What follows belongs to an exercise in optimizing a design on an open flow for a short achievable clock period; a production flow would make more cautious choices. In this exercise RTL edits were held to simulation tests only and were not proved equivalent to the original. In every run shown here, the design's own scripts or RTL, not TritonCTS, make the clock network. No driver is modelled on the clock port, so clock power and skew are understated where the tree is cut down; a real chip needs a root buffer or a tree. Power figures rest on the tool's default switching activity, not on a simulated workload.

File: design/flow/flow/run.sh
#!/bin/bash
# The standard layout, with the clock tree built by flow/cts_hook.tcl: the
# clock port drives four root buffers, each drives the leaf buffers of one
# quarter of the flip-flops. Every tool's output is logged in this folder.
set -euo pipefail
export PRE_CTS_TCL="$PWD/flow/cts_hook.tcl"
bash standard.sh > flow_orfs.log 2>&1
File: design/flow/config.mk
export PLATFORM = sky130hd
export DESIGN_NAME = pulse_timing_top
export DESIGN_NICKNAME = pulse_timing_top
export VERILOG_FILES = /design/flow/design.v
export SDC_FILE = /design/flow/constraint.sdc
export NUM_CORES = 4
export LEC_CHECK = 0
export ABC_CLOCK_PERIOD_IN_PS = 2000
export CAP_MARGIN = 20
export CORE_MARGIN = 2
export CORE_UTILIZATION = 65
export SETUP_SLACK_MARGIN = 2.9
export SLEW_MARGIN = 20
File: design/flow/constraint.sdc
create_clock -name core_clock -period 4.6 [get_ports {clk_pll}]
set_input_delay 0.9200 -clock core_clock [delete_from_list [all_inputs] [get_ports {clk_pll}]]
set_output_delay 0.9200 -clock core_clock [all_outputs]
set_load 0.01 [all_outputs]
File: design/flow/flow/cts_hook.tcl
# Sourced by ORFS's CTS step (PRE_CTS_TCL) in place of TritonCTS: builds the
# two-level clock tree of mytree.tcl, then ORFS goes on with its own detailed
# placement and timing repair.
source [file join [file dirname [info script]] mytree.tcl]

proc clock_tree_synthesis { args } {
  set block [ord::get_db_block]
  set n [llength [[$block findNet clk_pll] getITerms]]
  # about 24 clock pins per leaf buffer
  set nleaf [expr { max(4, int(round($n / 24.0))) }]
  build_clock_tree 4 $nleaf sky130_fd_sc_hd__clkbuf_16
}
File: design/flow/flow/mytree.tcl
# A two-level clock tree: the clock port drives NROOT clkbuf_16 roots, each
# root drives the leaf clkbuf_16 buffers of its region, and each leaf drives
# about the same number of flip-flop clock pins. Regions come from recursive
# bisection of the flip-flop locations, so the tree is balanced by design.
proc bisect_groups {items n} {
  if {$n <= 1} { return [list $items] }
  set xs {}; set ys {}
  foreach it $items { lappend xs [lindex $it 1]; lappend ys [lindex $it 2] }
  set xs [lsort -integer $xs]; set ys [lsort -integer $ys]
  set k [expr {([lindex $xs end]-[lindex $xs 0]) >= ([lindex $ys end]-[lindex $ys 0]) ? 1 : 2}]
  set s [lsort -integer -index $k $items]
  set n1 [expr {$n / 2}]
  set h [expr {([llength $s] * $n1) / $n}]
  return [concat [bisect_groups [lrange $s 0 [expr {$h-1}]] $n1] \
                 [bisect_groups [lrange $s $h end] [expr {$n - $n1}]]]
}

proc centroid {g} {
  set sx 0; set sy 0
  foreach it $g { set sx [expr {$sx + [lindex $it 1]}]; set sy [expr {$sy + [lindex $it 2]}] }
  return [list [expr {$sx / [llength $g]}] [expr {$sy / [llength $g]}]]
}

proc build_clock_tree {nroot nleaf bufname} {
  set block [ord::get_db_block]
  set clknet [$block findNet clk_pll]
  set master [[ord::get_db] findMaster $bufname]
  set items {}
  foreach it [$clknet getITerms] {
    set inst [$it getInst]
    set b [$inst getBBox]
    lappend items [list $it [expr {([$b xMin]+[$b xMax])/2}] [expr {([$b yMin]+[$b yMax])/2}]]
  }
  puts "mytree: [llength $items] clock sinks"
  set rgroups [bisect_groups $items $nroot]
  set li 0
  set ri 0
  foreach rg $rgroups {
    set lgroups [bisect_groups $rg [expr {$nleaf / $nroot}]]
    set rnet [odb::dbNet_create $block "clknet_root_$ri"]
    $rnet setSigType CLOCK
    set rbuf [odb::dbInst_create $block $master "clkbuf_root_$ri"]
    set lpos {}
    foreach lg $lgroups {
      lassign [centroid $lg] cx cy
      set lnet [odb::dbNet_create $block "clknet_leaf_$li"]
      $lnet setSigType CLOCK
      set lbuf [odb::dbInst_create $block $master "clkbuf_leaf_$li"]
      $lbuf setLocation [expr {$cx - 2000}] [expr {$cy - 1360}]
      $lbuf setPlacementStatus PLACED
      [$lbuf findITerm X] connect $lnet
      [$lbuf findITerm A] connect $rnet
      foreach it $lg {
        set t [lindex $it 0]
        $t disconnect
        $t connect $lnet
      }
      lappend lpos [list $lbuf $cx $cy]
      incr li
    }
    lassign [centroid $lpos] cx cy
    $rbuf setLocation [expr {$cx - 2000}] [expr {$cy - 1360}]
    $rbuf setPlacementStatus PLACED
    [$rbuf findITerm A] connect $clknet
    [$rbuf findITerm X] connect $rnet
    puts "mytree: root $ri at $cx $cy, [llength $lgroups] leaves, [llength $rg] sinks"
    incr ri
  }
}
File: design/flow/design.v
package pulse_pkg;
   typedef struct packed {
      logic [31:0] period;
      logic [31:0] sync_up;
      logic [31:0] p1width;
      logic [31:0] p2start;
      logic [31:0] att_down;
      logic [31:0] delay;
      logic [31:0] offres_delay;
      logic [6:0]  pp_pump;
      logic [6:0]  pp_probe;
      logic [6:0]  post_att;
      logic        double_pulse;
      logic        pump_on;
   } pulse_timing_t;
   typedef struct packed {
      logic [31:0] t_sync;    
      logic [31:0] t_p1w;     
      logic [31:0] t_p2s;     
      logic [31:0] t_offs;    
      logic [31:0] t_offe;    
      logic [31:0] t_att3;    
      logic [31:0] t_rec;     
      logic [31:0] t_attd;    
      logic [31:0] t_per;     
      logic [6:0]  pp_pump;
      logic [6:0]  pp_probe;
      logic [6:0]  post_att;
      logic        offres_en;  
      logic        z_sync;    
      logic        z_p1w;     
      logic        z_p2s;     
      logic        z_offe;    
      logic        z_att1;    
      logic        z_att3;    
      logic        z_rec;     
      logic        z_attd;    
      logic        z_per;     
      logic [8:0]  h0;
   } seq_set_t;
   typedef struct packed {
      logic [3:0]  addr;
      logic [31:0] data;
   } host_wr_t;
   typedef struct packed {
      logic        sync_on;
      logic        pulse_on;
      logic [6:0]  att1;
      logic [6:0]  att3;
      logic        record_start;
      logic        frame_start;
   } pulse_out_t;
endpackage
`timescale 1ns/1ps
module timing_loader
(
   input  logic          clk_pll,
   input  logic          resetn,
   input  logic          host_valid,
   input  pulse_pkg::host_wr_t      host_wr,
   output logic          host_ready,
   output logic          push,
   output pulse_pkg::pulse_timing_t shadow,
   input  logic          credit_return
);
   localparam int CRED_W = $clog2(4 + 1);
   logic              wr_acc;
   logic              commit_acc;
   logic [CRED_W-1:0] credits;
   logic              ready_q;
   logic [CRED_W-1:0] credits_inc;
   logic [CRED_W-1:0] credits_dec;
   logic [CRED_W-1:0] credits_nxt;
   logic              rdy_int;    
   assign credits_inc = credits + CRED_W'(1);
   assign credits_dec = credits - CRED_W'(1);
   always_comb begin
      if (commit_acc && !credit_return) begin
         credits_nxt = credits_dec;
      end else if (!commit_acc && credit_return) begin
         credits_nxt = credits_inc;
      end else begin
         credits_nxt = credits;
      end
   end
   assign host_ready = ready_q;
   assign wr_acc     = host_valid && rdy_int;
   assign commit_acc = wr_acc && (host_wr.addr == 4'd8);
   always_ff @(posedge clk_pll) begin
      if (resetn) begin
         shadow <= '0;
      end else if (wr_acc) begin
         case (host_wr.addr)
            4'd0:   shadow.period       <= host_wr.data;
            4'd1:  shadow.sync_up      <= host_wr.data;
            4'd2:  shadow.p1width      <= host_wr.data;
            4'd3:  shadow.p2start      <= host_wr.data;
            4'd4: shadow.att_down     <= host_wr.data;
            4'd5:    shadow.delay        <= host_wr.data;
            4'd6:   shadow.offres_delay <= host_wr.data;
            4'd7: begin
               shadow.pp_pump      <=
                  host_wr.data[0 +: $bits(shadow.pp_pump)];
               shadow.pp_probe     <=
                  host_wr.data[7 +: $bits(shadow.pp_probe)];
               shadow.post_att     <=
                  host_wr.data[14 +: $bits(shadow.post_att)];
               shadow.double_pulse <= host_wr.data[21];
               shadow.pump_on      <= host_wr.data[22];
            end
            default: ;
         endcase
      end
   end
   always_ff @(posedge clk_pll) begin
      if (resetn) begin
         push <= 1'b0;
      end else begin
         push <= commit_acc;
      end
   end
   always_ff @(posedge clk_pll) begin
      if (resetn) begin
         credits <= CRED_W'(4);
         rdy_int <= 1'b1;
         ready_q <= 1'b1;
      end else begin
         credits <= credits_nxt;
         rdy_int <= (credits_nxt != '0);
         if (commit_acc) begin
            ready_q <= credit_return || (credits != CRED_W'(1));
         end else begin
            ready_q <= ready_q || credit_return;
         end
      end
   end
endmodule
`timescale 1ns/1ps
module set_prep
(
   input  logic                     clk_pll,
   input  pulse_pkg::pulse_timing_t shadow,
   output pulse_pkg::seq_set_t      entry
);
   localparam int NCH = 8;
   typedef struct packed {
      logic [NCH-1:0]      g;
      logic [NCH-1:0]      p;
      logic [NCH-1:0][3:0] s;
   } psum_t;
   function automatic psum_t chunk_add(input logic [31:0] a, input logic [31:0] b);
      psum_t r;
      logic [4:0] t;
      for (int k = 0; k < NCH; k++) begin
         t = {1'b0, a[4*k +: 4]} + {1'b0, b[4*k +: 4]};
         r.s[k] = t[3:0];
         r.g[k] = t[4];
         r.p[k] = t[4] || (t[3:0] == 4'hf);
      end
      chunk_add = r;
   endfunction
   function automatic logic [31:0] chunk_sum(input psum_t x);
      logic [NCH-1:0] g, p, gn, pn, c;
      logic [31:0] r;
      g = x.g;
      p = x.p;
      for (int l = 0; l < 3; l++) begin
         gn = g;
         pn = p;
         for (int k = 0; k < NCH; k++) begin
            if (k >= (1 << l)) begin
               gn[k] = g[k] | (p[k] & g[k - (1 << l)]);
               pn[k] = p[k] & p[k - (1 << l)];
            end
         end
         g = gn;
         p = pn;
      end
      c = {g[NCH-2:0], 1'b0};
      for (int k = 0; k < NCH; k++) begin
         r[4*k +: 4] = c[k] ? (x.s[k] + 4'd1) : x.s[k];
      end
      chunk_sum = r;
   endfunction
   function automatic logic [3:0] zero_parts(input logic [31:0] x);
      logic [3:0] r;
      for (int j = 0; j < 4; j++) begin
         r[j] = (x[8*j +: 8] == 8'h00);
      end
      zero_parts = r;
   endfunction
   function automatic logic [3:0] sum_zero_parts(input logic [31:0] a, input logic [31:0] b);
      sum_zero_parts = zero_parts((a ^ b) ^ {(a[30:0] | b[30:0]), 1'b0});
   endfunction
   function automatic logic [6:0] sum_hi_parts(input logic [31:0] a, input logic [31:0] b);
      logic [23:0] x, y, v0, v1;
      logic [8:0] lo;
      logic [3:0] z0, z1;
      x  = a[31:8];
      y  = b[31:8];
      lo = {1'b0, a[7:0]} + {1'b0, b[7:0]};
      v0 = (x ^ y) ^ {(x[22:0] | y[22:0]), 1'b0};
      v1 = ~(x ^ y) ^ {(x[22:0] & y[22:0]), 1'b0};
      z0 = zero_parts({8'h00, v0});
      z1 = zero_parts({8'h00, v1});
      sum_hi_parts = {lo[8], z1[2:0], z0[2:0]};
   endfunction
   function automatic logic hi_zero(input logic [6:0] h);
      hi_zero = h[6] ? (&h[5:3]) : (&h[2:0]);
   endfunction
   psum_t p_offs, p_offe, p_att3, p_rec;
   logic [31:0] s_offs, s_offe, s_att3, s_rec;
   logic [3:0] q_sync, q_p1w, q_p2s, q_p1max, q_att3, q_attd, q_per;
   logic [3:0] q_offe, q_rec;
   logic [6:0] h_offs, h_offe, h_att3, h_rec;
   logic       r_offen;
   always_ff @(posedge clk_pll) begin
      p_offs <= chunk_add(shadow.offres_delay, 32'd1);
      p_offe <= chunk_add(shadow.offres_delay, shadow.p1width);
      p_att3 <= chunk_add(shadow.sync_up, 32'd0 - 32'(30));
      p_rec  <= chunk_add(shadow.sync_up, shadow.delay);
      q_sync  <= zero_parts(shadow.sync_up);
      q_p1w   <= zero_parts(shadow.p1width);
      q_p2s   <= zero_parts(shadow.p2start);
      q_p1max <= zero_parts(~shadow.p1width);
      q_att3  <= zero_parts(shadow.sync_up ^ 32'(30));
      q_attd  <= zero_parts(shadow.att_down);
      q_per   <= zero_parts(shadow.period);
      q_offe  <= sum_zero_parts(shadow.offres_delay, shadow.p1width);
      q_rec   <= sum_zero_parts(shadow.sync_up, shadow.delay);
      h_offs  <= sum_hi_parts(shadow.offres_delay, 32'd1);
      h_offe  <= sum_hi_parts(shadow.offres_delay, shadow.p1width);
      h_att3  <= sum_hi_parts(shadow.sync_up, 32'd0 - 32'(30));
      h_rec   <= sum_hi_parts(shadow.sync_up, shadow.delay);
      r_offen <= shadow.double_pulse && !shadow.pump_on;
   end
   assign s_offs = chunk_sum(p_offs);
   assign s_offe = chunk_sum(p_offe);
   assign s_att3 = chunk_sum(p_att3);
   assign s_rec  = chunk_sum(p_rec);
   always_comb begin
      entry.t_sync    = shadow.sync_up;
      entry.t_p1w     = shadow.p1width;
      entry.t_p2s     = shadow.p2start;
      entry.t_offs    = s_offs;
      entry.t_offe    = s_offe;
      entry.t_att3    = s_att3;
      entry.t_rec     = s_rec;
      entry.t_attd    = shadow.att_down;
      entry.t_per     = shadow.period;
      entry.pp_pump   = shadow.pp_pump;
      entry.pp_probe  = shadow.pp_probe;
      entry.post_att  = shadow.post_att;
      entry.offres_en = r_offen;
      entry.z_sync    = !(&q_sync);
      entry.z_p1w     = !(&q_p1w);
      entry.z_p2s     = !(&q_p2s);
      entry.z_offe    = !(&q_offe);
      entry.z_att1    = !(&q_p1max);
      entry.z_att3    = !(&q_att3);
      entry.z_rec     = &q_rec;
      entry.z_attd    = !(&q_attd);
      entry.z_per     = &q_per;
      entry.h0        = {&q_sync[3:1], &q_p1w[3:1], &q_p2s[3:1], hi_zero(h_offs),
                         hi_zero(h_offe), hi_zero(h_att3), hi_zero(h_rec),
                         &q_attd[3:1], &q_per[3:1]};
   end
endmodule
module timing_fifo #(
   parameter int  DEPTH     = 4,
   parameter int  WIDTH     = 1
) (
   input  logic     clk_pll,
   input  logic     resetn,
   input  logic     push,
   input  logic [WIDTH-1:0] push_data,
   output logic     avail,
   output logic [WIDTH-1:0] head,
   input  logic     pop,
   output logic     credit_return
);
   localparam int PTR_W = (DEPTH > 1) ? $clog2(DEPTH) : 1;
   localparam int CNT_W = $clog2(DEPTH + 1);
   logic [WIDTH-1:0] mem [DEPTH];
   logic [PTR_W-1:0] wr_ptr;
   logic [PTR_W-1:0] rd_ptr;
   logic [CNT_W-1:0] count;
   function automatic logic [PTR_W-1:0] ptr_inc(input logic [PTR_W-1:0] p);
      ptr_inc = (p == PTR_W'(DEPTH - 1)) ? '0 : p + 1'b1;
   endfunction
   logic [DEPTH-1:0] rd_sel;
   logic [CNT_W-1:0] count_inc;
   logic [CNT_W-1:0] count_dec;
   always_comb begin
      head = '0;
      for (int i = 0; i < DEPTH; i++) begin
         head = head | (mem[i] & {WIDTH{rd_sel[i]}});
      end
   end
   assign count_inc = count + CNT_W'(1);
   assign count_dec = count - CNT_W'(1);
   always_ff @(posedge clk_pll) begin
      if (push) begin
         mem[wr_ptr] <= push_data;
      end
   end
   always_ff @(posedge clk_pll) begin
      if (resetn) begin
         wr_ptr        <= '0;
         rd_ptr        <= '0;
         rd_sel        <= DEPTH'(1);
         count         <= '0;
         avail         <= 1'b0;
         credit_return <= 1'b0;
      end else begin
         if (push) begin
            wr_ptr <= ptr_inc(wr_ptr);
         end
         if (pop) begin
            rd_ptr <= ptr_inc(rd_ptr);
            rd_sel <= {rd_sel[DEPTH-2:0], rd_sel[DEPTH-1]};
         end
         if (push && !pop) begin
            count <= count_inc;
         end else if (!push && pop) begin
            count <= count_dec;
         end
         avail         <= push || (pop ? (count != CNT_W'(1)) : avail);
         credit_return <= pop;
      end
   end
endmodule
`timescale 1ns/1ps
module pulse_sequencer
(
   input  logic          clk_pll,
   input  logic          resetn,
   input  logic          avail,
   input  pulse_pkg::seq_set_t head,
   output logic          pop,
   input  logic          pump,
   output pulse_pkg::pulse_out_t    pulse
);
   pulse_pkg::seq_set_t cur;
   pulse_pkg::seq_set_t nxt;
   logic          armed;
   logic [31:0]   cp;         
   logic [23:0]   cp_hi_inc;  
   logic          cp_lo_ff;   
   logic          start;      
   logic          f_sync;     
   logic          f_p1w;      
   logic          f_p2s;      
   logic          f_offs;     
   logic          f_offe;     
   logic          f_att1;     
   logic          f_gtad;     
   logic          f_att3;     
   logic          f_rec;      
   logic          f_attd;     
   logic          f_zero;     
   logic          f_end;      
   pulse_pkg::pulse_out_t    pulse_nxt;
   logic [8:0][31:0] thr;
   logic [8:0]       eqh;       
   logic [8:0]       eqh_inc;   
   logic [8:0]       eq;        
   assign thr = {cur.t_sync, cur.t_p1w, cur.t_p2s, cur.t_offs, cur.t_offe,
                 cur.t_att3, cur.t_rec, cur.t_attd, cur.t_per};
   always_comb begin
      for (int i = 0; i < 9; i++) begin
         eq[i] = eqh[i] && (cp[7:0] == thr[i][7:0]);
      end
   end
   assign pop   = avail && (!armed || f_end);
   assign start = armed ? f_end : pop;
   assign nxt   = pop ? head : cur;
   always_comb begin
      pulse_nxt = '0;
      if (armed) begin
         pulse_nxt.sync_on = f_sync;
         if (f_p1w) begin
            pulse_nxt.pulse_on = pump;
         end else if (f_p2s) begin
            pulse_nxt.pulse_on = 1'b0;
         end else if (f_sync) begin
            pulse_nxt.pulse_on = 1'b1;
         end else begin
            pulse_nxt.pulse_on = cur.offres_en && f_offs && f_offe;
         end
         pulse_nxt.att1 = (f_att1 || f_gtad) ? cur.pp_pump : cur.pp_probe;
         pulse_nxt.att3 = (f_att3 || f_gtad) ? cur.post_att : '0;
         pulse_nxt.record_start = f_rec && f_attd;
         pulse_nxt.frame_start  = f_zero;
      end
   end
   always_ff @(posedge clk_pll) begin
      if (resetn) begin
         armed <= 1'b0;
         pulse <= '0;
      end else begin
         pulse <= pulse_nxt;
         if (pop) begin
            armed <= 1'b1;
         end
      end
   end
   always_ff @(posedge clk_pll) begin
      if (pop) begin
         cur <= head;
      end
   end
   always_ff @(posedge clk_pll) begin
      for (int i = 0; i < 9; i++) begin
         eqh_inc[i] <= (cp_hi_inc == thr[i][31:8]);
      end
   end
   always_ff @(posedge clk_pll) begin
      if (start) begin
         cp        <= 32'd1;
         cp_lo_ff  <= 1'b0;
         cp_hi_inc <= 24'd1;
         eqh       <= nxt.h0;
         f_sync <= nxt.z_sync;
         f_p1w  <= nxt.z_p1w;
         f_p2s  <= nxt.z_p2s;
         f_offs <= 1'b0;
         f_offe <= nxt.z_offe;
         f_att1 <= nxt.z_att1;
         f_gtad <= 1'b0;
         f_att3 <= nxt.z_att3;
         f_rec  <= nxt.z_rec;
         f_attd <= nxt.z_attd;
         f_zero <= 1'b1;
         f_end  <= nxt.z_per;
      end else begin
         cp[7:0]   <= cp[7:0] + 8'd1;
         cp_lo_ff  <= (cp[7:0] == 8'hfe);
         cp_hi_inc <= cp[31:8] + 24'd1;
         if (cp_lo_ff) begin
            cp[31:8] <= cp_hi_inc;
            eqh      <= eqh_inc;
         end
         f_sync <= f_sync && !eq[8];
         f_p1w  <= f_p1w  && !eq[7];
         f_p2s  <= f_p2s  && !eq[6];
         f_offs <= f_offs || eq[5];
         f_offe <= f_offe && !eq[4];
         f_att1 <= f_att1 && f_p1w;
         f_gtad <= !f_attd;
         f_att3 <= f_att3 && !eq[3];
         f_rec  <= f_rec  || eq[2];
         f_attd <= f_attd && !eq[1];
         f_zero <= 1'b0;
         f_end  <= eq[0];
      end
   end
endmodule
`timescale 1ns/1ps
module pulse_timing_top
(
   input  logic       clk_pll,
   input  logic       resetn,
   input  logic       host_valid,
   input  logic [35:0] host_wr,
   output logic       host_ready,
   input  logic       pump,
   output logic [17:0] pulse
);
   logic          push;
   pulse_pkg::pulse_timing_t shadow;
   pulse_pkg::seq_set_t      entry;
   logic          credit_return;
   logic          avail;
   pulse_pkg::seq_set_t      head;
   logic          pop;
   timing_loader i_loader (
      .clk_pll       (clk_pll),
      .resetn        (resetn),
      .host_valid    (host_valid),
      .host_wr       (host_wr),
      .host_ready    (host_ready),
      .push          (push),
      .shadow        (shadow),
      .credit_return (credit_return)
   );
   set_prep i_prep (
      .clk_pll (clk_pll),
      .shadow  (shadow),
      .entry   (entry)
   );
   timing_fifo #(
      .DEPTH     (4),
      .WIDTH     ($bits(entry))
   ) i_fifo (
      .clk_pll       (clk_pll),
      .resetn        (resetn),
      .push          (push),
      .push_data     (entry),
      .avail         (avail),
      .head          (head),
      .pop           (pop),
      .credit_return (credit_return)
   );
   pulse_sequencer i_seq (
      .clk_pll (clk_pll),
      .resetn  (resetn),
      .avail   (avail),
      .head    (head),
      .pop     (pop),
      .pump    (pump),
      .pulse   (pulse)
   );
endmodule
File: design/flow/standard.sh
#!/bin/bash
# synth_recipe.tcl (not shown) runs the flow's synth.tcl, then flattens the netlist and writes it again
# the make line also repeats each setting of config.mk as NAME=value (left out here)
make -C /OpenROAD-flow-scripts/flow DESIGN_CONFIG=/design/flow/config.mk WORK_HOME=/design/flow/orfs CLKGATE_MAP_FILE= SYNTH_SCRIPT=/design/flow/synth_recipe.tcl "${@:-finish}"
==> reports/qor.csv, run 1 <==
stage,metric,value,unit
floorplan,core,0.131,mm²
sta,fmax,495,MHz
hold_path,hold-path-endpoint,i_prep.p_offs[5]$_DFF_P_,
clock_network,clk_pin_slew,0.10,ns
routing,first_pass_iters,6,
floorplan,die_y,367,µm
sta,tightestPinTransition,1.56,ns
worst_setup_path,r2r-end,i_loader.shadow[26]$_SDFFE_PP0P_,
global_routing,grt_max_degree,155,
routing,drtIter0Drc,7038,
hold_path,hold_depth,0,
global_routing,first_global_vias,50635,
logic_synthesis,yosysTopAreaCellShare,0.572,
sta,hold_violations,0,
place,port_buffers,58,
routing,vias,54078,
sta,finalCriticalPeriod,2.02,ns
global_routing,grt_usage,0.361,
worst_setup_path,reg2reg_depth,7,
place,hpwlAfterDp,136,mm
power,ir_worst_vdd,0.417,mV
logic_synthesis,yosys_warnings,4,
logic_synthesis,yosys-top-cells-area,"edfxtp_1 57%, dfxtp_1 14%, a22oi_1 5.7%",
logic_synthesis,yosys-top-cells-count,"1631 x edfxtp_1, 953 x nand2_1, 656 x a22oi_1",
routing,routedWlPerCell,31.4,µm
layout,syn2layout_area_growth,17.8,%
place,place_area,0.0886,mm²
sta,tns,0,ns
floorplan,die_area,0.135,mm²
worst_setup_path,cp-end-kind,flip-flop,
power,power_density,350,mW/mm²
sta,report.final.slew_viol_count,27,
logic_synthesis,synth-async-reset-ratio,0,
logic_synthesis,synth_edf_count,1631,
sta,slew_headroom,-0.0387,
global_routing,grt_use_met2,0.561,
status,so.violations,"max-capacitance violations, max-slew violations",
sta,rsz0062_at_grt,true,
hold_path,hold_path.class,reg -> reg,
layout,drive_gt1_frac,0.233,
layout,nets,6758,
floorplan,io_pins,59,
global_routing,grt_util_met3,0.0810,
place,gp_routability_congestion,0.876,
hold_path,min-delay-start,i_loader.shadow[28]$_SDFFE_PP0P_,
sta,setup-violations-final,0,
worst_setup_path,r2r_setup_slack,2.70,ns
logic_synthesis,ys.flop_type,edfxtp_1,
status,status,"complete, but fails checks",
sta,finalCritPeriodShare,0.439,
layout,final_area,0.101,mm²
worst_setup_path,crit_start,host_wr[6],
logic_synthesis,synthMostInstantiatedCell,edfxtp_1,
logic_synthesis,synth_cell_types,59,
logic_synthesis,synth-seq-cells,2240,
logic_synthesis,synth_top_area_cell,edfxtp_1,
floorplan,die_width,367,µm
power,leakage,37.6,nW
sta,timing.hold.ws,0.415,ns
run,maxCapViolations,3,
floorplan,start_util,0.653,
place,dp.cells,7752,
layout,stdcell_count,8226,
worst_setup_path,startpoint_type,primary input,
logic_synthesis,yosysSeqAreaShare,0.714,
routing,via_per_inst,6.57,
logic_synthesis,synth_cells,6138,
sta,clock_skew,0.0315,ns
worst_setup_path,crit_fanout,8,
worst_setup_path,rr_startpoint,i_loader.rdy_int$_SDFF_PP1_,
global_routing,grt_pass1_wl,354,mm
global_routing,grtUsageMet1,0.500,
logic_synthesis,syn_avg_cell_area,14.0,µm²
global_routing,grt_overflow_total,0,
global_routing,grt_busiest_layer,met2,
worst_setup_path,worstSetupPathType,in -> reg,
worst_setup_path,required,5.12,ns
global_routing,antenna_found_initial,6,
routing,antenna_left,0,
routing,drc,0,
clock_network,insertion_delay,0.61,ns
logic_synthesis,synth_nets,6426,
logic_synthesis,syn_area,0.0857,mm²
worst_setup_path,arrival,2.54,ns
floorplan,num_rows,133,
routing,wl,258,mm
## stage by stage
step,power [mW],setup WS (ns),utilization
after global placement,25.4,1.21,0.676
final,35.3,2.58,0.770
after CTS,33.1,2.16,0.731
after floorplan,24.1,1.35,-
after global routing,36.1,2.58,0.770
after detailed placement,25.4,1.14,0.676
## layout by cell type, fill, tap and decap left out, drive strengths merged, types with 9 or more instances in the layout
cell,instances
a41o,16
or2,13
nand4,104
a21oi,316
or4,38
xor2,268
nor4,56
and4,10
dlygate4sd2,14
nor2,108
a31oi,19
ha,210
buf,460
nor3,25
nand2b,9
inv,194
a21o,19
and2,32
nand3,63
mux2i,27
and3,23
o211ai,13
clkbuf,125
edfxtp,1631
dfxtp,609
mux2,28
o21ai,30
a22oi,656
o21bai,9
xnor2,264
nand2,953
fa,38
## final cells by class
type	count	area (µm²)
sequential	2240	61600
fill	7759	30200
multi-input combinational	3410	26600
timing repair buffer	520	7150
buffer	96	2400
tap	1755	2200
inverter	197	821
timing repair inverter	5	77.6
antenna	3	7.51
## logic make-up after synthesis
kind of cell / count (synthesis) / share of synthesized area
AOI/OAI and AO/OA: 1109 / 0.0877
xor gates and xnor gates: 532 / 0.0544
adders and majority gates: 249 / 0.0397
buffers and inverters: 507 / 0.0226
DFF: 2240 / 0.714
muxes: 55 / 0.00684
and+or+nand+nor: 1446 / 0.0748
## worst max path at each step
stage	endpoint	slack (ns)	cells past startpoint
global placement	i_loader.shadow[85]$_SDFFE_PP0P_	1.21	5
floorplan	i_fifo.mem[2][0]$_DFFE_PP_	1.35	3
detailed placement	i_loader.shadow[85]$_SDFFE_PP0P_	1.14	5
finish	i_loader.shadow[61]$_SDFFE_PP0P_	2.58	3
global route	i_loader.shadow[66]$_SDFFE_PP0P_	2.58	3
CTS	i_loader.shadow[193]$_SDFFE_PP0P_	2.16	9
## worst max-delay path, cell delays in order
cell and delay, ns:
clkdlybuf4s15_1 1.20, nand2_1 0.18, a21oi_2 0.20
## repair_timing
item / CTS / global route
hold buffers: 0 / 0
pin swaps: 190 / 449
buffers inserted: 149 / 131
endpoints found under the setup margin: 2701 / 1279
gates cloned: 66 / 28
resized for setup: 660 / 951
## power by group
part	total, mW	leakage, nW	switching, mW	internal (mW)
clock	9.38	1.18	5.70	3.68
sequential	22.5	21.4	0.588	21.9
combinational	3.51	15.1	2.13	1.39
total	35.3	37.6	8.41	26.9
## flip-flops by register name, summed over array words and instances, names as in the netlist, 9 cells and up
name             flops
i_seq.cur          328
i_prep.p_offe       45
i_seq.cp_hi_inc     24
i_loader.shadow    247
i_seq.cp            32
i_seq.eqh_inc        9
i_prep.p_att3       45
i_seq.pulse         18
i_prep.p_rec        45
i_seq.eqh            9
i_fifo.mem        1312
i_prep.p_offs       39
## layer usage
| metal | vias to the layer above | share of wire |
|---|---|---|
| li1 | 23082 | - |
| met1 | 27146 | 0.37 |
| met2 | 3138 | 0.46 |
| met3 | 704 | 0.12 |
| met4 | 8 | 0.059 |
| met5 | - | 0.00022 |
==> run 2: changes to the inputs <==
--- a/design/flow/config.mk
+++ b/design/flow/config.mk
@@ -9,5 +9,6 @@
 export CAP_MARGIN = 20
 export CORE_MARGIN = 2
-export CORE_UTILIZATION = 65
-export SETUP_SLACK_MARGIN = 2.9
+export CORE_UTILIZATION = 55
+export PLACE_DENSITY = 0.65
+export SETUP_SLACK_MARGIN = 3.0
 export SLEW_MARGIN = 20
==> reports/qor.csv, run 2 <==
stage,metric,value,unit
global_routing,grt_usage,0.319,
routing,drt-met1-wl,106,mm
global_routing,antenna_found_initial,10,
logic_synthesis,synth_fa_ha_area_frac,0.0397,
place,hpwlAfterDp,135,mm
logic_synthesis,synth_cell_types,59,
worst_setup_path,r2r_setup_slack,2.71,ns
routing,first_pass_iters,6,
sta,finalCritPeriodShare,0.445,
power,seqPwrFrac,0.627,
logic_synthesis,synth_cells,6138,
routing,antenna_left,0,
worst_setup_path,r2r-end,i_loader.shadow[35]$_SDFFE_PP0P_,
clock_network,clk_pin_slew,0.10,ns
power,pwr-share-comb,0.107,
worst_setup_path,critPathTopFamily,flip-flops,
power,power_frac_clock,0.266,
logic_synthesis,synth_xor_area_frac,0.0544,
floorplan,die_area,0.159,mm²
worst_setup_path,cp_slowest_cell,dfxtp_4,
sta,timing.hold.ws,0.402,ns
floorplan,io_pins,59,
floorplan,die_width,399,µm
logic_synthesis,yosys-top-cells-area,"edfxtp_1 57%, dfxtp_1 14%, a22oi_1 5.7%",
layout,drive_gt1_frac,0.298,
sta,slew_headroom,0.0927,
sta,fmax,489,MHz
logic_synthesis,yosysSeqAreaShare,0.714,
logic_synthesis,syn_avg_cell_area,14.0,µm²
routing,vias,56642,
logic_synthesis,yosys_warnings,4,
layout,register_area,0.0618,mm²
place,port_buffers,58,
routing,wl,286,mm
layout,utilization,0.699,
global_routing,first_global_vias,50732,
logic_synthesis,syn_area,0.0857,mm²
clock_network,insertion_delay,0.62,ns
worst_setup_path,reg2reg_depth,8,
layout,reg.largest.list,"i_fifo.mem (1312), i_seq.cur (328), i_loader.shadow (247)",
routing,wl_met3,33.3,mm
power,ir_worst_vdd,0.425,mV
global_routing,grt_overflow_total,0,
layout,multiInputGateArea,0.0280,mm²
place,gp_routability_congestion,0.872,
power,leakage,40.4,nW
worst_setup_path,worstSetupPathType,reg -> out,
hold_path,hold_path.class,reg -> reg,
floorplan,start_util,0.555,
layout,fillers,9743,
logic_synthesis,synthSimpleGateAreaFrac,0.0748,
logic_synthesis,synth_top_area_cell,edfxtp_1,
global_routing,grt_pass1_wl,366,mm
worst_setup_path,cpPeakStageDelay,0.40,ns
layout,largest_register_ffs,1312,
worst_setup_path,crit_fanout,2,
run,maxCapViolations,0,
worst_setup_path,cp-end-kind,output port,
worst_setup_path,path_cells,buf_6,
routing,via_per_inst,6.44,
worst_setup_path,arrival,1.13,ns
sta,tightestPinTransition,1.36,ns
worst_setup_path,path_buf_inv,1,
logic_synthesis,muxShareOfSynthArea,0.00684,
logic_synthesis,synth_top_family_by_area,compound AO/OA/AOI/OAI gates,
logic_synthesis,synth-seq-cells,2240,
power,p_switching,8.69,mW
layout,diodes,0,
floorplan,num_rows,144,
floorplan,die_y,399,µm
layout,layout_commonest_cell,edfxtp_1,
sta,finalCriticalPeriod,2.05,ns
power,switching_share,0.243,
logic_synthesis,synth-async-reset-ratio,0,
hold_path,min-delay-start,i_loader.shadow[27]$_SDFFE_PP0P_,
logic_synthesis,synth_compound_gate_area_share,0.0877,
status,status,finished clean,
hold_path,hold_depth,0,
logic_synthesis,synth_edf_count,1631,
layout,mostFrequentLayoutCells,"1631 x edfxtp_1, 680 x nand2_1, 636 x a22oi_1",
worst_setup_path,rr_startpoint,i_loader.rdy_int$_SDFF_PP1_,
routing,drtIter0Drc,7914,
worst_setup_path,required,3.68,ns
layout,syn2layout_area_growth,26.0,%
sta,clock_skew,0.0410,ns
layout,regMostFlops,i_fifo.mem,
routing,drc,0,
logic_synthesis,synth_nets,6426,
logic_synthesis,yosys-top-cells-count,"1631 x edfxtp_1, 953 x nand2_1, 656 x a22oi_1",
floorplan,core,0.154,mm²
power,p_int,27.1,mW
global_routing,grt_max_degree,83,
worst_setup_path,startpoint_type,flip-flop,
sta,rsz0062_at_grt,true,
sta,hold_violations,0,
sta,report.final.slew_viol_count,0,
sta,tns,0,ns
power,power_density,332,mW/mm²
routing,dr.max_layer_used,met5,
logic_synthesis,ys.flop_type,edfxtp_1,
layout,nets,7041,
logic_synthesis,synthMostInstantiatedCell,edfxtp_1,
logic_synthesis,yosysTopAreaCellShare,0.572,
routing,wl_met2,127,mm
routing,routedWlPerCell,32.5,µm
sta,setup-violations-final,0,
hold_path,hold-path-endpoint,i_prep.p_offs[4]$_DFF_P_,
==> run 2: cell count changes in the layout (fill, tap and decap cells not counted), moves of 25 or more <==
cell	before	now
a21oi_1	122	72
a21oi_2	188	233
buf_12	77	120
buf_16	64	104
buf_4	205	282
buf_6	81	115
buf_8	19	44
clkbuf_16	118	178
dfxtp_1	438	412
dfxtp_4	104	142
ha_1	178	148
ha_4	25	52
nand2_4	173	208
==> run 2: how the worst max path moves through the flow <==
stage	startpoint	end	depth (start not counted)
final	i_loader.ready_q$_SDFF_PP1_	host_ready	1
after global placement	host_wr[33]	i_loader.shadow[112]$_SDFFE_PP0P_	5
after global routing	i_loader.ready_q$_SDFF_PP1_	host_ready	1
after CTS	host_wr[35]	i_loader.shadow[50]$_SDFFE_PP0P_	8
after floorplan	i_fifo.wr_ptr[0]$_SDFFE_PP0P_	i_fifo.mem[2][0]$_DFFE_PP_	3
after detailed placement	host_wr[32]	i_loader.shadow[108]$_SDFFE_PP0P_	5
==> run 2: logic make-up after synthesis <==
kind of cell               after synthesis
xor gates and xnor gates               532
adders and majority gates              249
AOI/OAI and AO/OA                     1109
muxes                                   55
DFF                                   2240
and+or+nand+nor                       1446
buffers and inverters                  507
==> run 2: power groups by stage <==
stage	clock network, mW	logic (mW)	registers, mW
2_1_floorplan	0	1.61	22.5
3_3_place_gp	0	2.17	23.2
3_5_place_dp	0	2.20	23.2
4_1_cts	7.18	3.23	23.0
5_1_grt	10.1	3.95	22.5
6_report	9.51	3.85	22.5
==> run 2: cell type report <==
type                            instances  share of cell area
Multi-Input combinational cell       3407               0.259
Buffer                                 96              0.0223
Timing Repair inverter                  6             0.00125
Tap cell                             2044              0.0237
Sequential cell                      2240               0.572
Timing Repair Buffer                  805               0.113
Inverter                              197             0.00760
==> run 2: layer usage <==
metal | global-route usage | up-vias
li1 | - | 23680
met1 | 0.461 | 28586
met2 | 0.496 | 3570
met3 | 0.0432 | 796
met4 | 0.122 | 10
met5 | 0 | -
==> run 2: through the flow <==
stage | total power, mW | setup slack (ns) | cells | instance area [µm²]
finish | 35.8 | 2.55 | 8795 | 108000
global placement | 25.4 | 1.43 | 8041 | 89000
CTS | 33.4 | 2.19 | 8497 | 99600
floorplan | 24.1 | 1.35 | 6138 | 85800
detailed placement | 25.4 | 1.41 | 8041 | 89000
global route | 36.6 | 2.53 | 8795 | 108000
==> run 2: timing repair <==
action,4_1_cts,5_1_grt
pin swaps,273,483
cloned,94,124
hold buffers,0,0
resized for setup,1018,1078
buffers inserted,266,174
setup endpoints to repair,2597,1784
==> run 3: changes to the inputs <==
--- a/design/flow/design.v
+++ b/design/flow/design.v
@@ -131,5 +131,5 @@
             ready_q <= credit_return || (credits != CRED_W'(1));
          end else begin
-            ready_q <= ready_q || credit_return;
+            ready_q <= rdy_int || credit_return;
          end
       end
==> reports/qor.csv, run 3 <==
stage,metric,value,unit
place,hpwlAfterDp,139,mm
place,pre_cts_ws,1.18,ns
worst_setup_path,crit_fanout,8,
logic_synthesis,ys.flop_type,edfxtp_1,
routing,drc,0,
worst_setup_path,r2r-end,i_loader.shadow[84]$_SDFFE_PP0P_,
sta,report.final.slew_viol_count,17,
global_routing,grt_usage,0.311,
worst_setup_path,r2r_setup_slack,2.60,ns
clock_network,insertion_delay,0.62,ns
routing,via_per_inst,6.43,
worst_setup_path,crit_path_frequent_cell,buf_6,
layout,drive_gt1_frac,0.300,
logic_synthesis,synth_top_area_cell,edfxtp_1,
logic_synthesis,synthMostInstantiatedCell,edfxtp_1,
worst_setup_path,worstSetupPathType,in -> reg,
logic_synthesis,synth_edf_count,1631,
sta,final.setup.worst_slack,2.56,ns
logic_synthesis,synth_cells,6140,
floorplan,num_rows,144,
layout,largest_register_ffs,1312,
global_routing,grt_max_degree,89,
logic_synthesis,yosysSeqAreaShare,0.713,
floorplan,die_width,399,µm
logic_synthesis,synth-async-reset-ratio,0,
routing,wl,284,mm
place,dp.cells,8068,
floorplan,die_area,0.159,mm²
logic_synthesis,yosysTopAreaCellShare,0.571,
status,status,"complete, but fails checks",
worst_setup_path,cp-end-kind,flip-flop,
global_routing,grt_pass1_wl,359,mm
sta,slew_headroom,-0.0466,
sta,finalCriticalPeriod,2.04,ns
hold_path,hold_path.class,reg -> reg,
sta,tns,0,ns
logic_synthesis,yosys_warnings,4,
routing,antenna_left,0,
layout,reg.largest.list,"i_fifo.mem (1312), i_seq.cur (328), i_loader.shadow (247)",
place,place_area,0.0892,mm²
power,ir_worst_vdd,0.465,mV
logic_synthesis,synth_nets,6428,
hold_path,hold_depth,0,
sta,finalCritPeriodShare,0.444,
worst_setup_path,arrival,2.57,ns
sta,tightestPinTransition,1.57,ns
status,so.violations,"max-capacitance violations, max-slew violations",
global_routing,grt_overflow_total,0,
floorplan,io_pins,59,
layout,mostFrequentLayoutCells,"1631 x edfxtp_1, 678 x nand2_1, 621 x a22oi_1",
logic_synthesis,syn_area,0.0858,mm²
floorplan,die_y,399,µm
floorplan,start_util,0.556,
place,port_buffers,58,
power,power_density,328,mW/mm²
logic_synthesis,syn_avg_cell_area,14.0,µm²
logic_synthesis,yosys-top-cells-count,"1631 x edfxtp_1, 957 x nand2_1, 656 x a22oi_1",
routing,routedWlPerCell,32.2,µm
sta,setup-violations-final,0,
clock_network,cts_hold_buf,0,
power,finalPower,35.5,mW
layout,nets,7048,
hold_path,min-delay-start,i_loader.shadow[27]$_SDFFE_PP0P_,
logic_synthesis,synth-seq-cells,2240,
worst_setup_path,rr_startpoint,i_loader.rdy_int$_SDFF_PP1_,
routing,drtIter0Drc,8114,
worst_setup_path,crit_start,host_wr[35],
floorplan,core,0.154,mm²
global_routing,first_global_vias,50215,
sta,fmax,490,MHz
place,gp_routability_congestion,0.864,
logic_synthesis,synth_cell_types,67,
sta,rsz0062_at_grt,true,
layout,stdcell_count,8803,
global_routing,antenna_found_initial,6,
layout,regMostFlops,i_fifo.mem,
sta,clock_skew,0.0262,ns
routing,first_pass_iters,5,
clock_network,clk_pin_slew,0.10,ns
worst_setup_path,cpPeakStageDelay,0.26,ns
layout,final_area,0.108,mm²
worst_setup_path,startpoint_type,primary input,
worst_setup_path,path_cells,buf_6 -> nand4b_1 -> buf_4 -> buf_12 -> nor3b_4 -> buf_6 -> clkbuf_16 -> nand2_1 -> a21oi_2,
logic_synthesis,yosys-top-cells-area,"edfxtp_1 57%, dfxtp_1 14%, a22oi_1 5.7%",
layout,syn2layout_area_growth,26.3,%
worst_setup_path,reg2reg_depth,8,
power,leakage,40.8,nW
worst_setup_path,cp_slowest_cell,nor3b_4,
hold_path,hold-path-endpoint,i_prep.p_offs[4]$_DFF_P_,
layout,layout_commonest_cell,edfxtp_1,
routing,vias,56645,
sta,hold_violations,0,
worst_setup_path,required,5.13,ns
run,maxCapViolations,2,
## run 3: cell count changes after synthesis, moves of 8 or more
cell,previous run,this run
buf_4,0,22
or4_1,37,29
clkbuf_2,22,0
buf_2,5,19
buf_1,31,23
## run 3: worst max-delay path by stage
stage,endpoint,slack [ns],depth (start not counted)
after floorplan,i_fifo.mem[2][0]$_DFFE_PP_,1.35,3
after global placement,i_loader.shadow[46]$_SDFFE_PP0P_,1.20,5
after detailed placement,i_loader.shadow[48]$_SDFFE_PP0P_,1.18,5
after CTS,i_loader.shadow[25]$_SDFFE_PP0P_,2.15,9
after global routing,i_loader.shadow[84]$_SDFFE_PP0P_,2.57,9
final,i_loader.shadow[84]$_SDFFE_PP0P_,2.56,9
## run 3: what timing repair did
action,CTS,global route
endpoints found under the setup margin,2668,2119
resized for setup,877,1316
cloned,89,140
buffers inserted,211,198
pin swaps,209,533
## run 3: worst max-delay path, delay by kind of cell
kind            cells  cell delay [ns]
simple gates        3             0.55
buf+inv             5             0.83
compound gates      1             0.21
## run 3: cell type report
class	count	area [µm²]
timing repair buffer	812	12800
antenna	1	2.50
multi-input combinational	3408	27900
fill	9576	46100
buffer	96	2400
sequential	2240	61800
timing repair inverter	4	66.3
inverter	198	843
tap	2044	2560
## run 3: logic make-up after synthesis
| kind of cell | synth area share |
|---|---|
| simple gates | 0.0745 |
| compound gates | 0.0874 |
| mux | 0.00729 |
| buf+inv | 0.0239 |
| xor+xnor | 0.0543 |
| fa+ha+maj | 0.0396 |
| flops | 0.713 |
## run 3: layer usage
metal	global-route usage	vias up	wire length, µm
met4	0.0867	6	14500
met3	0.0524	683	36600
met5	0	-	48
met2	0.478	3635	125000
li1	-	23667	-
met1	0.461	28654	108000
## run 3: power by group
group | switching (mW) | internal (mW) | total (mW)
clock | 5.82 | 3.68 | 9.50
combinational | 2.14 | 1.45 | 3.58
sequential | 0.600 | 21.9 | 22.5
total | 8.56 | 27.0 | 35.5
## run 3: metrics by stage
| stage | utilization | hold slack (ns) |
|---|---|---|
| finish | 0.702 | 0.395 |
| global route | 0.702 | 0.395 |
| CTS | 0.639 | 0.388 |
| detailed placement | 0.578 | 0.400 |
| global placement | 0.578 | 0.400 |
| floorplan | - | 0.368 |
==> run 4: changes to the inputs <==
--- a/design/flow/config.mk
+++ b/design/flow/config.mk
@@ -10,5 +10,4 @@
 export CORE_MARGIN = 2
 export CORE_UTILIZATION = 55
-export PLACE_DENSITY = 0.65
-export SETUP_SLACK_MARGIN = 3.0
+export SETUP_SLACK_MARGIN = 2.9
 export SLEW_MARGIN = 20
==> reports/qor.csv, run 4 <==
stage,metric,value,unit
logic_synthesis,synth_edf_count,1631,
place,hpwlAfterDp,140,mm
sta,tns,0,ns
sta,tightestPinTransition,1.38,ns
place,pre_cts_ws,1.26,ns
worst_setup_path,cp_slowest_cell,dfxtp_2,
logic_synthesis,yosys-top-cells-area,"edfxtp_1 57%, dfxtp_1 14%, a22oi_1 5.7%",
sta,final.setup.worst_slack,2.62,ns
worst_setup_path,path_buf_inv,1,
floorplan,die_area,0.159,mm²
logic_synthesis,syn_avg_cell_area,14.0,µm²
layout,regMostFlops,i_fifo.mem,
sta,fmax,506,MHz
floorplan,start_util,0.556,
sta,slew_headroom,0.0816,
layout,syn2layout_area_growth,17.6,%
routing,routedWlPerCell,30.5,µm
layout,final_area,0.101,mm²
logic_synthesis,synth_top_area_cell,edfxtp_1,
logic_synthesis,synth_cell_types,67,
logic_synthesis,synthMostInstantiatedCell,edfxtp_1,
global_routing,antenna_found_initial,8,
layout,layout_commonest_cell,edfxtp_1,
layout,fillers,11025,
layout,largest_register_ffs,1312,
place,place_area,0.0891,mm²
floorplan,io_pins,59,
worst_setup_path,r2r_setup_slack,2.74,ns
routing,vias,52797,
global_routing,grt_pass1_wl,350,mm
worst_setup_path,arrival,1.06,ns
clock_network,cts_hold_buf,0,
sta,finalCritPeriodShare,0.430,
worst_setup_path,startpoint_type,flip-flop,
power,power_density,349,mW/mm²
power,leakage,37.6,nW
sta,rsz0062_at_grt,true,
sta,clock_skew,0.0394,ns
layout,mostFrequentLayoutCells,"1631 x edfxtp_1, 756 x nand2_1, 650 x a22oi_1",
sta,report.final.slew_viol_count,0,
floorplan,num_rows,144,
worst_setup_path,worstSetupPathType,reg -> out,
power,ir_worst_vdd,0.340,mV
floorplan,die_width,399,µm
global_routing,first_global_vias,48305,
floorplan,die_y,399,µm
place,port_buffers,58,
worst_setup_path,required,3.68,ns
status,status,finished clean,
place,gp_routability_congestion,0.860,
layout,reg.largest.list,"i_fifo.mem (1312), i_seq.cur (328), i_loader.shadow (247)",
clock_network,insertion_delay,0.62,ns
sta,hold_violations,0,
hold_path,hold_path.class,reg -> reg,
logic_synthesis,synth_cells,6140,
sta,setup-violations-final,0,
worst_setup_path,cp-end-kind,output port,
layout,stdcell_count,8486,
layout,nets,6728,
worst_setup_path,path_cells,buf_6,
worst_setup_path,critPathTopFamily,flip-flops,
logic_synthesis,synth-async-reset-ratio,0,
logic_synthesis,yosysSeqAreaShare,0.713,
routing,via_per_inst,6.22,
floorplan,core,0.154,mm²
logic_synthesis,yosys_warnings,4,
sta,timing.hold.ws,0.405,ns
routing,wl,259,mm
sta,finalCriticalPeriod,1.98,ns
global_routing,grt_max_degree,89,
worst_setup_path,cpPeakStageDelay,0.34,ns
logic_synthesis,syn_area,0.0858,mm²
logic_synthesis,yosysTopAreaCellShare,0.571,
routing,first_pass_iters,5,
place,dp.cells,8055,
logic_synthesis,synth-seq-cells,2240,
routing,drc,0,
routing,antenna_left,0,
global_routing,grt_usage,0.304,
routing,drtIter0Drc,5698,
worst_setup_path,crit_fanout,1,
global_routing,grt_overflow_total,0,
clock_network,clk_pin_slew,0.10,ns
layout,drive_gt1_frac,0.221,
logic_synthesis,synth_nets,6428,
logic_synthesis,yosys-top-cells-count,"1631 x edfxtp_1, 957 x nand2_1, 656 x a22oi_1",
run,maxCapViolations,0,
logic_synthesis,ys.flop_type,edfxtp_1,
-- run 4: power by group --
part,switching [mW],internal (mW)
Combinational,2.00,1.28
Sequential,0.629,21.9
Clock,5.77,3.68
-- run 4: timing repair --
action	CTS	global route
gates cloned	54	37
resized for setup	641	882
pin swaps	152	405
setup endpoints to repair	2513	1236
hold endpoints to repair	0	0
buffers inserted	132	108
-- run 4: layout make-up --
| cell class | instances | area (µm²) | share of cell area |
|---|---|---|---|
| sequential | 2240 | 61700 | 0.611 |
| tap | 2044 | 2560 | 0.0253 |
| timing repair buffer | 496 | 7000 | 0.0693 |
| inverter | 198 | 811 | 0.00803 |
| buffer | 96 | 2400 | 0.0238 |
| multi-input combinational | 3403 | 26400 | 0.262 |
| timing repair inverter | 5 | 43.8 | 0.000434 |
| antenna | 4 | 10.0 | 0.0000992 |
-- run 4: routing by layer --
layer  routed length, µm  global-route usage
met1              111000               0.467
met2              116000               0.464
met3               25000              0.0469
met4                6800              0.0563
met5                   0                   0
-- run 4: logic make-up (layout without fill, tap and decap cells) --
group	after synthesis	after routing	share of synthesized area
DFF	2240	2240	0.713
and+or+nand+nor	1446	1460	0.0745
AOI/OAI and AO/OA	1103	1103	0.0874
xor gates and xnor gates	532	532	0.0543
buffers and inverters	511	795	0.0239
adders and majority gates	249	249	0.0396
muxes	59	59	0.00729
other	0	4	0
-- run 4: worst paths after layout --
check	startpoint	end	depth (start not counted)
setup / recovery	i_seq.pulse[13]$_SDFF_PP0_	pulse[13]	1
hold / removal	i_loader.shadow[28]$_SDFFE_PP0P_	i_prep.p_offs[5]$_DFF_P_	0
setup reg to reg	i_prep.p_att3[33]$_DFF_P_	i_fifo.mem[2][165]$_DFFE_PP_	5
hold reg to reg	i_loader.shadow[28]$_SDFFE_PP0P_	i_prep.p_offs[5]$_DFF_P_	0
-- run 4: stage by stage --
stage,power (mW),utilization
floorplan,24.1,-
global placement,25.4,0.577
detailed placement,25.5,0.577
CTS,33.0,0.622
global route,36.1,0.654
finish,35.2,0.654
-- run 4: worst reg2reg max path: stages, from the launching register on --
cell and delay (ns):
dfxtp_2 0.35, a21oi_4 0.33, buf_12 0.16, o2111a_2 0.28
o21ai_4 0.10, mux2_4 0.35

-- afterwards: timing with drivers on the ports --
How much do the figures lean on ideal ports? The routed layouts below were timed once more, with nothing changed but the port constraints.
Step 1 assumes that a clkbuf_16 drives the clock port and a buf_2 every other input.
Step 2 adds t to the input delays and takes it off the output delays; t is the mean of the earliest and latest rising clock arrival at the registers after step 1. Input paths then give back, and output paths get back, about the clock's delay inside the block.
Three values: ideal, step 1, step 2; two values: the first two.
run | shift t [ns] | setup WS [ns] | worst setup path at the end | cell pins on the clock port's net
run 1 | 0.764 | 2.581 / 2.448 / 1.953 | input to register | 4
run 2 | 0.797 | 2.553 / 2.358 / 2.051 | input to register | 4
run 3 | 0.794 | 2.559 / 2.423 / 1.914 | input to register | 4
run 4 | 0.787 | 2.624 / 2.439 / 2.050 | input to register | 4
The setup slack of run 3, which loses most, moves by -0.136 ns with the drivers and by -0.645 ns with both steps.
